From an optimization exercise on the open Yosys and OpenROAD flow, aimed at small area, a short achievable clock period and few clock cycles; shortcuts taken in it are not production practice.
Function was checked by simulation only, so behaviour that the tests miss may differ from the original.
Power is estimated from default activity; no workload was simulated.

`flow/standard.sh`:
```
#!/bin/bash
# synth_recipe.tcl (not shown) runs the flow's synth.tcl, then flattens the netlist and writes it again
# the make line also repeats each setting of config.mk as NAME=value (left out here)
make -C /OpenROAD-flow-scripts/flow DESIGN_CONFIG=/design/flow/config.mk WORK_HOME=/design/flow/orfs CLKGATE_MAP_FILE= SYNTH_SCRIPT=/design/flow/synth_recipe.tcl "${@:-finish}"
```
`flow/config.mk`:
```
export PLATFORM = sky130hd
export DESIGN_NAME = battleship_top
export DESIGN_NICKNAME = battleship_top
export VERILOG_FILES = /design/flow/design.v
export SDC_FILE = /design/flow/constraint.sdc
export NUM_CORES = 4
export LEC_CHECK = 0
export ABC_AREA = 1
export CAP_MARGIN = 20
export CORE_MARGIN = 2
export CORE_UTILIZATION = 55
export CTS_BUF_LIST = sky130_fd_sc_hd__clkbuf_8 sky130_fd_sc_hd__clkbuf_16
export CTS_CLUSTER_DIAMETER = 80
export CTS_CLUSTER_SIZE = 24
export SLEW_MARGIN = 20
```
`flow/constraint.sdc`:
```
create_clock -name core_clock -period 9.0 [get_ports {clk}]
set_input_delay 1.8000 -clock core_clock [delete_from_list [all_inputs] [get_ports {clk}]]
set_output_delay 1.8000 -clock core_clock [all_outputs]
set_load 0.01 [all_outputs]
```
`flow/flow/run.sh`:
```
#!/bin/bash
set -euo pipefail
bash standard.sh SETUP_SLACK_MARGIN=6 "BUFFER_PORTS_ARGS=-buffer_cell sky130_fd_sc_hd__buf_4" finish > flow_standard.log 2>&1
```
`flow/design.v`:
```
`default_nettype none
package battleship_pkg;
    localparam int BOARD_ROWS  = 10;
    localparam int BOARD_COLS  = 10;
    localparam int NUM_SHIPS   = 5;
    localparam int FLEET_CELLS = 17;         
    typedef logic [3:0] coord_t;             
    typedef logic [2:0] ship_len_t;          
    typedef logic [2:0] ship_idx_t;          
    typedef logic [4:0] hit_count_t;         
    localparam logic [3*NUM_SHIPS-1:0] SHIP_LENGTHS = {3'd2, 3'd3, 3'd3, 3'd4, 3'd5};
    typedef enum logic [1:0] {
        cell_empty = 2'b00,
        cell_miss  = 2'b01,
        cell_hit   = 2'b10,
        cell_ship  = 2'b11
    } cell_t;
    typedef enum logic [2:0] {
        rk_placed   = 3'd0,
        rk_rejected = 3'd1,
        rk_miss     = 3'd2,
        rk_hit      = 3'd3,
        rk_win      = 3'd4
    } report_kind_t;
    typedef struct packed {
        logic   player;
        logic   horizontal;                  
        coord_t row;
        coord_t col;
    } request_t;
    typedef struct packed {
        report_kind_t kind;
        coord_t       row;
        coord_t       col;
        logic         player;                
    } report_t;
endpackage
`default_nettype wire
`timescale 1ns/1ps
`default_nettype none
module battleship_top (
    input  logic        clk,
    input  logic        reset,
    input  logic        read,
    input  logic [9:0]  req,
    output logic [11:0] data_out,
    output logic        data_ready
);
    localparam logic [2:0] K_PLACED = 3'd0, K_REJ = 3'd1, K_MISS = 3'd2,
                           K_HIT = 3'd3, K_WIN = 3'd4;
    function automatic logic ge4(input logic [3:0] a, input logic [3:0] b);
        logic [3:0] g, p;
        g = a & ~b;
        p = a | ~b;
        ge4 = g[3]
            | (p[3] & g[2])
            | (p[3] & p[2] & g[1])
            | (p[3] & p[2] & p[1] & p[0]);
    endfunction
    function automatic logic [3:0] sub_sat(input logic [3:0] a, input int k);
        sub_sat = 4'd0;
        for (int v = 0; v < 16; v++)
            if (a == 4'(v))
                sub_sat = (v >= k) ? 4'(v - k) : 4'd0;
    endfunction
    function automatic logic [3:0] add_k(input logic [3:0] a, input int k);
        add_k = 4'd0;
        for (int v = 0; v < 16; v++)
            if (a == 4'(v))
                add_k = 4'(v + k);
    endfunction
    localparam logic [4:0] HITS_16 = 5'b10111;
    function automatic logic [4:0] lfsr_next(input logic [4:0] v);
        lfsr_next = {v[3:0], !(v[4] ^ v[2])};
    endfunction
    function automatic int lm1_of(input int k);
        case (k)
            0:       lm1_of = 4;
            1:       lm1_of = 3;
            4:       lm1_of = 1;
            default: lm1_of = 2;
        endcase
    endfunction
    logic        placing_q;          
    logic        over_q;             
    logic        turn_q;             
    logic        bsel_q;             
    logic [4:0]  sidx_q;             
    logic [4:0]  hits [2];           
    logic        f_pchk;             
    logic        f_shot;             
    logic        f_ovl;              
    logic        f_last;             
    logic        f_place, f_hit, f_win;
    assign f_place = f_pchk && !f_ovl;   
    assign f_hit   = f_shot && f_ovl;    
    assign f_win   = f_hit && f_last;    
    logic [3:0]  srow [10];          
    logic [3:0]  scol [10];
    logic        shor [10];
    logic [9:0]  fresh0 [10];        
    logic [9:0]  fresh1 [10];
    logic        placing, over, turn, bsel;
    logic [4:0]  sidx;
    logic        last_ship;          
    assign last_ship = f_place && sidx_q[4];
    assign placing = placing_q && !(last_ship && turn_q);
    assign over    = over_q || f_win;
    assign turn    = turn_q ^ (f_shot || last_ship);
    assign bsel    = bsel_q ^ (f_shot || (last_ship && !turn_q));
    assign sidx    = f_place ? {sidx_q[3:0], sidx_q[4]} : sidx_q;
    logic       p, h;
    logic [3:0] r, c;
    assign p = req[9];
    assign h = req[8];
    assign r = req[7:4];
    assign c = req[3:0];
    logic shooting;
    assign shooting = !placing && !over;
    logic [4:0] valid;
    logic [3:0] r_lo [5], r_hi [5], c_lo [5], c_hi [5];
    always_comb
    begin
        for (int i = 0; i < 5; i++)
        begin
            logic [3:0] sr, sc;
            logic       sh;
            sr = bsel ? srow[5+i] : srow[i];
            sc = bsel ? scol[5+i] : scol[i];
            sh = bsel ? shor[5+i] : shor[i];
            r_lo[i] = sr;
            c_lo[i] = sc;
            r_hi[i] = sh ? sr : add_k(sr, lm1_of(i));
            c_hi[i] = sh ? add_k(sc, lm1_of(i)) : sc;
        end
        valid[0] = !placing || !sidx[0];
        valid[1] = !placing || !(sidx[0] || sidx[1]);
        valid[2] = !placing || sidx[3] || sidx[4];
        valid[3] = !placing || sidx[4];
        valid[4] = !placing;
    end
    logic hz, vt;                    
    assign hz = placing && h;
    assign vt = placing && !h;
    logic [3:0] r_end, c_end;
    always_comb
    begin
        logic [3:0] r_k, c_k;
        if (sidx[0])
        begin
            r_k = add_k(r, 4);
            c_k = add_k(c, 4);
        end
        else if (sidx[1])
        begin
            r_k = add_k(r, 3);
            c_k = add_k(c, 3);
        end
        else if (sidx[4])
        begin
            r_k = add_k(r, 1);
            c_k = add_k(c, 1);
        end
        else
        begin
            r_k = add_k(r, 2);
            c_k = add_k(c, 2);
        end
        r_end = vt ? r_k : r;
        c_end = hz ? c_k : c;
    end
    logic overlap;
    always_comb
    begin
        overlap = 1'b0;
        for (int i = 0; i < 5; i++)
        begin
            logic ok_r, ok_c;
            ok_r = ge4(r_hi[i], r) && ge4(r_end, r_lo[i]);
            ok_c = ge4(c_hi[i], c) && ge4(c_end, c_lo[i]);
            overlap = overlap || (valid[i] && ok_r && ok_c);
        end
    end
    logic [9:0] rsel, csel;
    always_comb
    begin
        for (int i = 0; i < 10; i++)
        begin
            rsel[i] = (r == 4'(i));
            csel[i] = (c == 4'(i));
        end
    end
    logic was_shot;
    always_comb
    begin
        was_shot = 1'b0;
        for (int j = 0; j < 10; j++)
        begin
            logic colbit;
            colbit = 1'b0;
            for (int i = 0; i < 10; i++)
                colbit = colbit || (rsel[i] && turn && !fresh0[i][j])
                                || (rsel[i] && !turn && !fresh1[i][j]);
            was_shot = was_shot || (csel[j] && colbit);
        end
    end
    logic fits, turn_ok, on_board;
    logic [3:0] lim;
    always_comb
    begin
        if (sidx[0])      lim = 4'd5;        
        else if (sidx[1]) lim = 4'd6;
        else if (sidx[4]) lim = 4'd8;
        else              lim = 4'd7;
    end
    assign on_board = (r < 4'd10) && (c < 4'd10);
    assign fits     = h ? ((r < 4'd10) && ge4(lim, c)) : ((c < 4'd10) && ge4(lim, r));
    assign turn_ok  = (p == turn);
    logic shot_ok, last_hit;
    assign last_hit = bsel ? (hits[1] == HITS_16) : (hits[0] == HITS_16);
    assign shot_ok  = shooting && turn_ok && on_board && !was_shot;
    assign data_out[11] = f_win;
    assign data_out[10] = f_shot && !f_win;
    assign data_out[9]  = (!f_place && !f_shot) || (f_hit && !f_win);
    always_ff @(posedge clk)
    begin
        data_out[8:0] <= {r, c, p};
        f_ovl         <= overlap;
        f_last        <= last_hit;
        if (reset)
        begin
            data_ready <= 1'b0;
            placing_q  <= 1'b1;
            over_q     <= 1'b0;
            turn_q     <= 1'b0;
            bsel_q     <= 1'b0;
            sidx_q     <= 5'b00001;
            hits[0]    <= '0;
            hits[1]    <= '0;
            f_pchk     <= 1'b0;
            f_shot     <= 1'b0;
        end
        else
        begin
            data_ready <= read;
            placing_q  <= placing;
            over_q     <= over;
            turn_q     <= turn;
            bsel_q     <= bsel;
            sidx_q     <= sidx;
            if (f_hit)
            begin
                if (bsel_q) hits[1] <= lfsr_next(hits[1]);
                else        hits[0] <= lfsr_next(hits[0]);
            end
            f_pchk     <= read && placing && turn_ok && fits;
            f_shot     <= read && shot_ok;
        end
    end
    always_ff @(posedge clk)
    begin
        for (int k = 0; k < 5; k++)
        begin
            if (placing && sidx[k])
            begin
                if (turn)
                begin
                    srow[5+k] <= r;
                    scol[5+k] <= c;
                    shor[5+k] <= h;
                end
                else
                begin
                    srow[k] <= r;
                    scol[k] <= c;
                    shor[k] <= h;
                end
            end
        end
    end
    logic [9:0] mark0, mark1;
    always_comb
    begin
        for (int i = 0; i < 10; i++)
        begin
            mark0[i] = !reset && read && shooting && p && turn && rsel[i];
            mark1[i] = !reset && read && shooting && !p && !turn && rsel[i];
        end
    end
    always_ff @(posedge clk)
    begin
        for (int i = 0; i < 10; i++)
            for (int j = 0; j < 10; j++)
            begin
                fresh0[i][j] <= !((!fresh0[i][j] && !reset) || (mark0[i] && csel[j]));
                fresh1[i][j] <= !((!fresh1[i][j] && !reset) || (mark1[i] && csel[j]));
            end
    end
endmodule
`default_nettype wire
```
==> results of run 1 <==
what timing repair did:
| item | 4_1_cts | 5_1_grt |
|---|---|---|
| endpoints found under the setup margin | 205 | 205 |
| buffers inserted | 47 | 16 |
| pin swaps | 38 | 19 |
| gates resized for setup | 129 | 67 |
| gates cloned | 12 | 2 |
critical path, stage by stage, from the launching register on:
cell and delay [ps]:
dfxtp_4 410, inv_4 60, o22ai_1 150, buf_4 150
power groups by stage:
stage                     combinational, mW  clock [mW]  sequential, mW
after CTS                             0.202       0.921            1.50
after detailed placement              0.162           0            1.54
after global routing                  0.235       0.974            1.50
after floorplan                       0.108           0            1.54
after global placement                0.160           0            1.54
final                                 0.222       0.915            1.50
flip-flops by register name, indices dropped and copies added (netlist names), 5 cells and up:
| register | flops |
|---|---|
| fresh0 | 100 |
| data_out | 9 |
| hits | 10 |
| fresh1 | 100 |
| srow | 40 |
| scol | 40 |
| sidx_q | 5 |
| shor | 10 |
worst max-delay path by stage:
stage                     slack [ps]           endpoint  depth (start not counted)
final                           5910        data_out[9]                          3
after global routing            5880        data_out[9]                          3
after CTS                       5880       data_out[10]                          4
after detailed placement        4780  f_shot$_SDFF_PP0_                          9
after global placement          4500  f_shot$_SDFF_PP0_                          9
after floorplan                 5850      f_ovl$_DFF_P_                         17
cell usage after synthesis, drive strengths merged, types with 6 or more instances:
library cell,n
or2,6
nand3,109
buf,38
inv,139
a22oi,14
o22ai,99
a21oi,205
o21ai,92
ha,8
nor3,7
edfxtp,90
nor2,352
clkbuf,48
nand2,402
nand4,14
dfxtp,233
stage by stage:
step / cells / utilization / power (mW) / cell area [sq um]
floorplan: 1881 / - / 1.65 / 14800
global placement: 2168 / 0.577 / 1.70 / 15000
detailed placement: 2168 / 0.577 / 1.70 / 15000
CTS: 2256 / 0.650 / 2.62 / 16900
global route: 2274 / 0.667 / 2.71 / 17300
finish: 2274 / 0.667 / 2.64 / 17300
cell usage in the layout (no fill, tap or decap), types with 4 or more instances in the layout:
| cell type | Yosys | final |
|---|---|---|
| nor2_1 | 350 | 307 |
| nor2_2 | 2 | 14 |
| a22oi_1 | 14 | 14 |
| nand2_8 | 0 | 4 |
| ha_1 | 8 | 8 |
| o22ai_1 | 99 | 88 |
| nand2_4 | 3 | 22 |
| nand2_2 | 14 | 39 |
| edfxtp_1 | 90 | 90 |
| inv_2 | 5 | 9 |
| a21oi_1 | 205 | 205 |
| buf_16 | 0 | 8 |
| o21ai_0 | 63 | 53 |
| o211ai_1 | 4 | 4 |
| inv_1 | 134 | 125 |
| buf_12 | 0 | 17 |
| buf_4 | 8 | 74 |
| nand4_1 | 14 | 14 |
| bufbuf_16 | 0 | 7 |
| nand3_2 | 6 | 7 |
| clkbuf_16 | 0 | 22 |
| nand3_1 | 103 | 97 |
| o22ai_2 | 0 | 10 |
| dfxtp_1 | 233 | 229 |
| nand3_4 | 0 | 5 |
| clkinvlp_4 | 0 | 7 |
| nor3_1 | 7 | 5 |
| nand2_1 | 385 | 341 |
| o21ai_1 | 20 | 29 |
| o21ai_2 | 9 | 10 |
| nor2_4 | 0 | 31 |
cell families after synthesis:
family	Yosys count
multiplexers	1
adder cells (fa/ha/maj)	8
XOR/XNOR	5
flip-flops	323
AND/OR/NAND/NOR	894
AO/OA/AOI/OAI	421
buffers and inverters	229
final cells by class:
cell class | count | area share
clock buffer | 21 | 0.0297
clock inverter | 8 | 0.00318
inverter | 143 | 0.0365
multi-input combinational | 1333 | 0.398
sequential | 323 | 0.426
tap | 335 | 0.0242
timing repair buffer | 110 | 0.0817
timing repair inverter | 1 | 0.000433
metal layers:
metal | up-vias | wire length (um) | track usage
met2 | 918 | 19700 | 0.480
li1 | 6391 | - | -
met3 | 122 | 7510 | 0.0918
met1 | 6354 | 21100 | 0.539
met4 | 0 | 1260 | 0.0735
met5 | - | 0 | 0
==> impl_metrics.toml, run 1 <==
[yosys]
synth_seq_area_share = 0.508
synth_cells = 1881
synth_flop_cell = "dfxtp_1"
yosys.area.top_type = "dfxtp_1"
synth-compound-area-share = 0.161
muxShareOfSynthArea = 0.000691
synth_nets = 1902
synth.distinct_cells = 43
syn_avg_cell_area_sq_um = 7.71
synthXorXnorAreaFrac = 0.00302
ys_ff_latch = 323
async_flop_share = 0
yosys_warnings = 11
synth.area.top_cells = "dfxtp_1 (32%), edfxtp_1 (19%), nand2_1 (10%), nor2_1 (9.1%), a21oi_1 (7.1%)"
synth_top_family_by_area = "simple AND/OR/NAND/NOR gates"
synth-edff-count = 90
synthDominantCellAreaShare = 0.322
synthSimpleGateAreaFrac = 0.253
syn-cell-area_sq_mm = 0.0145
synth_fa_ha_area_frac = 0.00691

[sta]
fin_hold_ws_ps = 471
finalCritPeriodShare = 0.343
fmax_ghz = 0.324
max_slew_margin = 0.311
final-hold-violation-count = 0
period_needed_ps = 3090
final.setup.tns_ps = 0
worstMarginPinSlew_ps = 1030
grt_setup_unrepaired = "true"
finalSetupViolations = 0
slew_viol_final = 0
finClkSkew_ps = 17.0
fin_ws_ps = 5910

[critical_path]
cp.required_ps = 7200
cp-start-kind = "flop"
r2r-start = "f_shot$_SDFF_PP0_"
critical_path_arrival_ps = 1290
criticalPathCategory = "flop to output pin"
worst-path-max-fanout = 7
timing.rr.end = "f_ovl$_DFF_P_"
reg2reg_slack_ps = 6050
crit_path_start = "f_ovl$_DFF_P_"
cp-end-kind = "output pin"
r2r_cells = 21

[floorplan]
initial_core_util = 0.558
fp.dieW_um = 166
die_h_um = 166
core_sq_mm = 0.0260
die_area_sq_mm = 0.0277
ios = 26
rows = 59

[clocking]
cts_made_buffers = 18
clk_latency_ps = 530
cts_hold_buffers = 0
cts_tree = "done"
cts.path.max_buffers = 3
cts-root-buf = "clkbuf_16"
h-tree-depth = 1
clk_pin_slew_ps = 90
clock-sinks = 323

[pwr]
p_per_area_mw_per_mm2 = 152
swShare = 0.244
combPwrFrac = 0.084
power_frac_clock = 0.347
leakagePower_nw = 6.98
netSwitchingPower_mw = 0.645
power_frac_seq = 0.569
ir_drop_uv = 222
internal-power_mw = 1.99

[global_route]
grt_first_pass_wirelength_mm = 74.6
overflow = 0
grt_util_all_layers = 0.346
antenna_found_initial = 0
grt_max_degree = 104
grt_pass1_vias = 12300

[placement]
gp_congestion = 0.972
dpl.hpwl_mm = 30.4
portBuffers = 25
dp_slack_ps = 4780

[worst_hold_path]
hold_class = "flop to flop"
min_from = "hits[0][3]$_SDFFE_PP0P_"
hold_end = "f_last$_DFF_P_"
holdPathStages = 1

[route]
first_pass_iters = 7
ant_nets = 0
viasPerCell = 6.06
drtIter0Drc = 2008
dr_total_vias = 13800
avgRoutedWirePerCell_um = 21.8
drc_errors = 0
totalWireLength_mm = 49.5

[final_layout]
regArea_sq_mm = 0.00738
fillers = 2220
n_antenna_cell = 0
area_growth_pct = 19.5
nets = 1951
drive_gt1_frac = 0.161
multi_input_area_sq_mm = 0.00690

[job]
max_cap_violations = 0

[status]
outcome = "finished clean"
Testbench counts, summed over its fixed seeds: cycles 2,888.
==> run 2, diff against run 1 <==
--- a/flow/config.mk
+++ b/flow/config.mk
@@ -10,6 +10,6 @@
 export CORE_MARGIN = 2
 export CORE_UTILIZATION = 55
 export CTS_BUF_LIST = sky130_fd_sc_hd__clkbuf_8 sky130_fd_sc_hd__clkbuf_16
-export CTS_CLUSTER_DIAMETER = 80
-export CTS_CLUSTER_SIZE = 24
+export CTS_CLUSTER_DIAMETER = 70
+export CTS_CLUSTER_SIZE = 20
 export SLEW_MARGIN = 20
==> run 2 against run 1 <==
Against the previous run:
- critical path depth increased by 1
- count of clock-buffer cells in the layout is 2 higher
- final cell count grew 0.31%
- worst hold slack worse by 1.2 ps
- critical endpoint is now data_out[10]
- synthesized area unchanged
- largest cell class unchanged
- utilization shrank 0.087 points
==> impl_metrics.toml, run 2 <==
[status]
outcome = "finished clean"

[sta]
slew_viol_final = 0
final.setup.tns_ps = 0
worstMarginPinSlew_ps = 1050
grt_setup_unrepaired = "true"
finalCritPeriodShare = 0.342
finClkSkew_ps = 18.0
final-hold-violation-count = 0
period_needed_ps = 3080
fin_hold_ws_ps = 469
fmax_ghz = 0.324
finalSetupViolations = 0
max_slew_margin = 0.302

[route]
ant_nets = 0
totalWireLength_mm = 49.3
viasPerCell = 6.06
drc_errors = 0
dr_total_vias = 13800
first_pass_iters = 6
drtIter0Drc = 1926
avgRoutedWirePerCell_um = 21.6

[yosys]
synth-edff-count = 90
synth_cells = 1881
ys_ff_latch = 323
yosys_warnings = 11
synthDominantCellAreaShare = 0.322
syn_avg_cell_area_sq_um = 7.71
synth_seq_area_share = 0.508
synth_common_cells = "nand2_1 (385), nor2_1 (350), dfxtp_1 (233)"
synth.area.top_cells = "dfxtp_1 (32%), edfxtp_1 (19%), nand2_1 (10%), nor2_1 (9.1%), a21oi_1 (7.1%)"
synth.distinct_cells = 43
syn-cell-area_sq_mm = 0.0145
yosys.area.top_type = "dfxtp_1"
synth_nets = 1902
synth.most_common_cell = "nand2_1"
synth_flop_cell = "dfxtp_1"
async_flop_share = 0

[clocking]
cts-root-buf = "clkbuf_16"
h-tree-depth = 1
cts.path.max_buffers = 3
clk_pin_slew_ps = 80
cts_tree = "done"
clock-sinks = 323
cts_hold_buffers = 0
cts_made_buffers = 22
clk_latency_ps = 540

[pwr]
p_per_area_mw_per_mm2 = 161
leakagePower_nw = 6.99
ir_drop_uv = 172

[critical_path]
cp-start-kind = "flop"
crit_buf_inv = 1
cp.required_ps = 7200
critical_path_arrival_ps = 1280
cp-end-kind = "output pin"
worstPathCellList = "nand2_4, nor2_4, nor2_1, buf_4"
worst_path_max_delay_cell = "dfxtp_4"
worst-path-max-fanout = 3
worst_path_largest_cell_delay_ps = 420
critPathTopFamily = "flip-flops"
criticalPathCategory = "flop to output pin"

[final_layout]
mostFrequentLayoutCells = "nand2_1 (345), nor2_1 (315), dfxtp_1 (229)"
reg_top3 = "fresh0: 100 flops, fresh1: 100 flops"
drive_gt1_frac = 0.156
final_common_cell = "nand2_1"
area_growth_pct = 19.4
nets = 1955
n_antenna_cell = 0

[global_route]
overflow = 0
grt_pass1_vias = 12400
antenna_found_initial = 0
grt_max_degree = 104
grt_util_all_layers = 0.347
grt_first_pass_wirelength_mm = 74.6

[floorplan]
initial_core_util = 0.558
ios = 26
core_sq_mm = 0.0260
rows = 59
die_h_um = 166
die_area_sq_mm = 0.0277
fp.dieW_um = 166

[worst_hold_path]
hold_class = "flop to flop"

[placement]
portBuffers = 25
gp_congestion = 0.972
dpl.hpwl_mm = 30.4

[job]
max_cap_violations = 0
-- run 2: worst paths after layout --
check	cells after the start	startpoint	to	slack, ps
setup / recovery	4	f_shot$_SDFF_PP0_	data_out[10]	5920
hold / removal	1	hits[0][3]$_SDFFE_PP0P_	f_last$_DFF_P_	470
setup reg to reg	21	f_shot$_SDFF_PP0_	f_ovl$_DFF_P_	6090
hold reg to reg	1	hits[0][3]$_SDFFE_PP0P_	f_last$_DFF_P_	470
-- run 2: cell families after synthesis --
kind of cell | count (synthesis) | synth area share
compound gates | 421 | 0.161
xor+xnor | 5 | 0.00302
mux | 1 | 0.000691
simple gates | 894 | 0.253
fa+ha+maj | 8 | 0.00691
buf+inv | 229 | 0.0669
flops | 323 | 0.508
-- run 2: metal layers --
| metal | global-route usage | share of wire | up-vias |
|---|---|---|---|
| met4 | 0.0862 | 0.026 | 0 |
| met5 | 0 | 0 | - |
| met3 | 0.0910 | 0.14 | 104 |
| li1 | - | - | 6412 |
| met2 | 0.481 | 0.40 | 868 |
| met1 | 0.538 | 0.44 | 6431 |
-- run 2: area by class of cell --
| cell class | instances | area [sq um] |
|---|---|---|
| Clock buffer | 23 | 576 |
| Sequential cell | 323 | 7380 |
| Multi-Input combinational cell | 1333 | 6780 |
| Tap cell | 335 | 419 |
| Inverter | 143 | 623 |
| Clock inverter | 13 | 158 |
| Fill cell | 2202 | 8680 |
| Timing Repair Buffer | 111 | 1370 |
-- run 2: repair_timing --
| action | in CTS | in global routing |
|---|---|---|
| buffers inserted | 52 | 13 |
| gates cloned | 11 | 1 |
| hold endpoints to repair | 0 | 0 |
| setup endpoints to repair | 205 | 203 |
| pin swaps | 38 | 19 |
| resized for setup | 120 | 38 |
-- run 2: power breakdown --
group,switching (mW),internal (mW),leakage [nW]
sequential,0.00294,1.50,2.72
combinational,0.141,0.0745,3.89
clock,0.520,0.546,0.380
total,0.664,2.12,6.99
-- run 2: through the flow --
step / setup WS [ps] / utilization / area (sq um) / cells / power (mW)
2_1_floorplan: 5850 / - / 14800 / 1881 / 1.65
3_3_place_gp: 4500 / 0.577 / 15000 / 2168 / 1.70
3_5_place_dp: 4780 / 0.577 / 15000 / 2168 / 1.70
4_1_cts: 5890 / 0.655 / 17000 / 2267 / 2.78
5_1_grt: 5850 / 0.666 / 17300 / 2281 / 2.86
6_report: 5920 / 0.666 / 17300 / 2281 / 2.78
==> run 3, diff against run 2 <==
==> flow/flow/run.sh (replaced) <==
#!/bin/bash
set -euo pipefail
bash standard.sh SETUP_SLACK_MARGIN=6.1 "BUFFER_PORTS_ARGS=-buffer_cell sky130_fd_sc_hd__buf_4" finish > flow_standard.log 2>&1
--- a/flow/config.mk
+++ b/flow/config.mk
@@ -10,6 +10,6 @@
 export CORE_MARGIN = 2
 export CORE_UTILIZATION = 55
 export CTS_BUF_LIST = sky130_fd_sc_hd__clkbuf_8 sky130_fd_sc_hd__clkbuf_16
-export CTS_CLUSTER_DIAMETER = 70
-export CTS_CLUSTER_SIZE = 20
+export CTS_CLUSTER_DIAMETER = 80
+export CTS_CLUSTER_SIZE = 24
 export SLEW_MARGIN = 20
==> run 3 against run 2 <==
Against the previous run:
- highest routed layer unchanged
- worst setup slack worse by 62 ps
- synthesized area stayed put
- register-to-register slack got worse by 60 ps
- via count is 1.6% lower
- die area unchanged
- total power fell by 7.1%
- maximum frequency decreased by 2.0%
- largest cell class unchanged
- routed wire length fell by 2.5%
==> impl_metrics.toml, run 3 <==
[critical_path]
cp-end-kind = "output pin"
r2r_cells = 17
crit_buf_inv = 2
cp.required_ps = 7200
worstPathCellList = "clkinvlp_4, nor2_2, buf_4"
worst_path_largest_cell_delay_ps = 420
criticalPathCategory = "flop to output pin"
cp-start-kind = "flop"
critical_path_arrival_ps = 1340
worst_path_max_delay_cell = "dfxtp_4"
worst-path-max-fanout = 4
cp.depth = 3
critPathTopFamily = "flip-flops"

[sta]
finalCritPeriodShare = 0.349
final-hold-violation-count = 0
grt_setup_unrepaired = "true"
slew_viol_final = 0
fin_ws_ps = 5860
final.setup.tns_ps = 0
period_needed_ps = 3140
finalSetupViolations = 0
finClkSkew_ps = 18.9
worstMarginPinSlew_ps = 977
max_slew_margin = 0.346
fmax_ghz = 0.318

[yosys]
synth.most_common_cell = "nand2_1"
ys_ff_latch = 323
synth-compound-area-share = 0.161
synthSimpleGateAreaFrac = 0.253
syn_avg_cell_area_sq_um = 7.71
muxShareOfSynthArea = 0.000691
yosys.area.top_type = "dfxtp_1"
synth-edff-count = 90
synth_cells = 1881
synth_flop_cell = "dfxtp_1"
synth.area.top_cells = "dfxtp_1 (32%), edfxtp_1 (19%), nand2_1 (10%), nor2_1 (9.1%), a21oi_1 (7.1%)"
synth.distinct_cells = 43
syn-cell-area_sq_mm = 0.0145
synth_top_family_by_area = "simple AND/OR/NAND/NOR gates"
synthXorXnorAreaFrac = 0.00302
synth_seq_area_share = 0.508
synth_common_cells = "nand2_1 (385), nor2_1 (350), dfxtp_1 (233)"
synth_nets = 1902
synthDominantCellAreaShare = 0.322
async_flop_share = 0
synth_fa_ha_area_frac = 0.00691
yosys_warnings = 11

[final_layout]
area_growth_pct = 15.4
final_common_cell = "nand2_1"
drive_gt1_frac = 0.147
nets = 1917
reg_top3 = "fresh0: 100 flops, fresh1: 100 flops"
mostFrequentLayoutCells = "nand2_1 (346), nor2_1 (306), dfxtp_1 (230)"
fin_util = 0.644
n_antenna_cell = 0
fin_area_sq_mm = 0.0167

[pwr]
ir_drop_uv = 199
leakagePower_nw = 6.65
p_per_area_mw_per_mm2 = 155
p_total_mw = 2.59

[placement]
dpl.hpwl_mm = 30.1
place_area_sq_mm = 0.0150
gp_congestion = 0.951
dp_slack_ps = 4890
portBuffers = 25

[global_route]
grt_util_all_layers = 0.326
grt_pass1_vias = 12100
overflow = 0
grt_first_pass_wirelength_mm = 70.6
grt_max_degree = 112
antenna_found_initial = 0

[job]
max_cap_violations = 0

[route]
avgRoutedWirePerCell_um = 21.5
ant_nets = 0
dr_total_vias = 13600
first_pass_iters = 6
viasPerCell = 6.08
drtIter0Drc = 1878
drc_errors = 0
totalWireLength_mm = 48.0

[floorplan]
ios = 26
initial_core_util = 0.558
die_h_um = 166
rows = 59
fp.dieW_um = 166
core_sq_mm = 0.0260
die_area_sq_mm = 0.0277

[clocking]
cts_tree = "done"
clk_latency_ps = 530
cts.path.max_buffers = 3
clk_pin_slew_ps = 100
h-tree-depth = 1
clock-sinks = 323
cts_hold_buffers = 0
cts_made_buffers = 18
cts-root-buf = "clkbuf_16"

[worst_hold_path]
holdPathStages = 2
hold_class = "flop to flop"

[status]
outcome = "finished clean"
## run 3: worst paths after layout
check | start | to | slack (ps)
worst max-delay path | f_shot$_SDFF_PP0_ | data_out[10] | 5860
worst min-delay path | hits[1][0]$_SDFFE_PP0P_ | hits[1][0]$_SDFFE_PP0P_ | 480
worst max register to register | f_shot$_SDFF_PP0_ | f_ovl$_DFF_P_ | 6030
worst min register to register | hits[1][0]$_SDFFE_PP0P_ | hits[1][0]$_SDFFE_PP0P_ | 480
## run 3: final cells by class
cell class | instances | area, sq um
multi-input cells | 1337 | 6980
repair inverters | 3 | 25.0
clock inverters | 7 | 53.8
well taps | 335 | 419
flip-flops and latches | 323 | 7380
inverters | 143 | 636
fillers | 2295 | 9250
repair buffers | 70 | 763
clock buffers | 19 | 475
## run 3: tightest hold or removal path, stage by stage (launching register included)
cell,delay (ps)
dfxtp_1,320
inv_1,60
a21oi_1,60
## run 3: cell families after synthesis
logic type | Yosys count
AO/OA/AOI/OAI | 421
XOR/XNOR | 5
adder cells (fa/ha/maj) | 8
buffers and inverters | 229
flip-flops | 323
multiplexers | 1
AND/OR/NAND/NOR | 894
## run 3: power breakdown
part	internal (mW)	total [mW]	leakage (nW)	switching, mW
clock	0.391	0.888	0.265	0.496
sequential	1.50	1.50	2.71	0.00295
combinational	0.0565	0.196	3.67	0.140
total	1.95	2.59	6.65	0.639
## run 3: timing repair
item,CTS,global route
pin swaps,7,19
setup endpoints to repair,205,170
gates cloned,7,5
setup buffers,7,26
resized for setup,128,57
## run 3: per-layer routing
metal / up-vias / global-route usage / part of all wire
li1: 6327 / - / -
met1: 6427 / 0.496 / 0.44
met2: 764 / 0.467 / 0.41
met5: - / 0 / 0
met4: 0 / 0.0813 / 0.020
met3: 72 / 0.0765 / 0.12
## run 3: through the flow
step           instances  hold slack (ps)
6_report            2237              478
5_1_grt             2237              494
4_1_cts             2206              478
3_5_place_dp        2166              466
3_3_place_gp        2165              458
2_1_floorplan       1881              431

static timing again, ports no longer ideal:
No port has a modelled driver above. Below, the same layouts with a new extraction and two added sets of constraints.
Step 1 (the two cells are an assumption about what drives the block):
set clk [get_ports {clk}]
set_driving_cell -lib_cell sky130_fd_sc_hd__clkbuf_16 $clk
set_driving_cell -lib_cell sky130_fd_sc_hd__buf_2 [delete_from_list [all_inputs] $clk]
Step 2 times the ports against the registers' clock, not the clock port: input delays grow and output delays shrink by t, the midpoint of the rising clock arrivals with the driver on.
a / b / c = ideal ports / drivers / drivers and shift; a / b = the first two.
run	shift t [ns]	slack for setup (ns)	worst register clock-pin slew, ns	cell pins on the clock port's net
run 1	0.571	5.911 / 5.861 / 5.322	0.10 / 0.10	1
run 2	0.580	5.918 / 5.866 / 5.321	0.09 / 0.09	1
run 3	0.573	5.856 / 5.805 / 5.308	0.10 / 0.10	1
After both steps setup and hold are still met in every run listed. For run 2, which loses most, drivers alone change the setup slack by -0.052 ns; drivers and shift together by -0.597 ns.
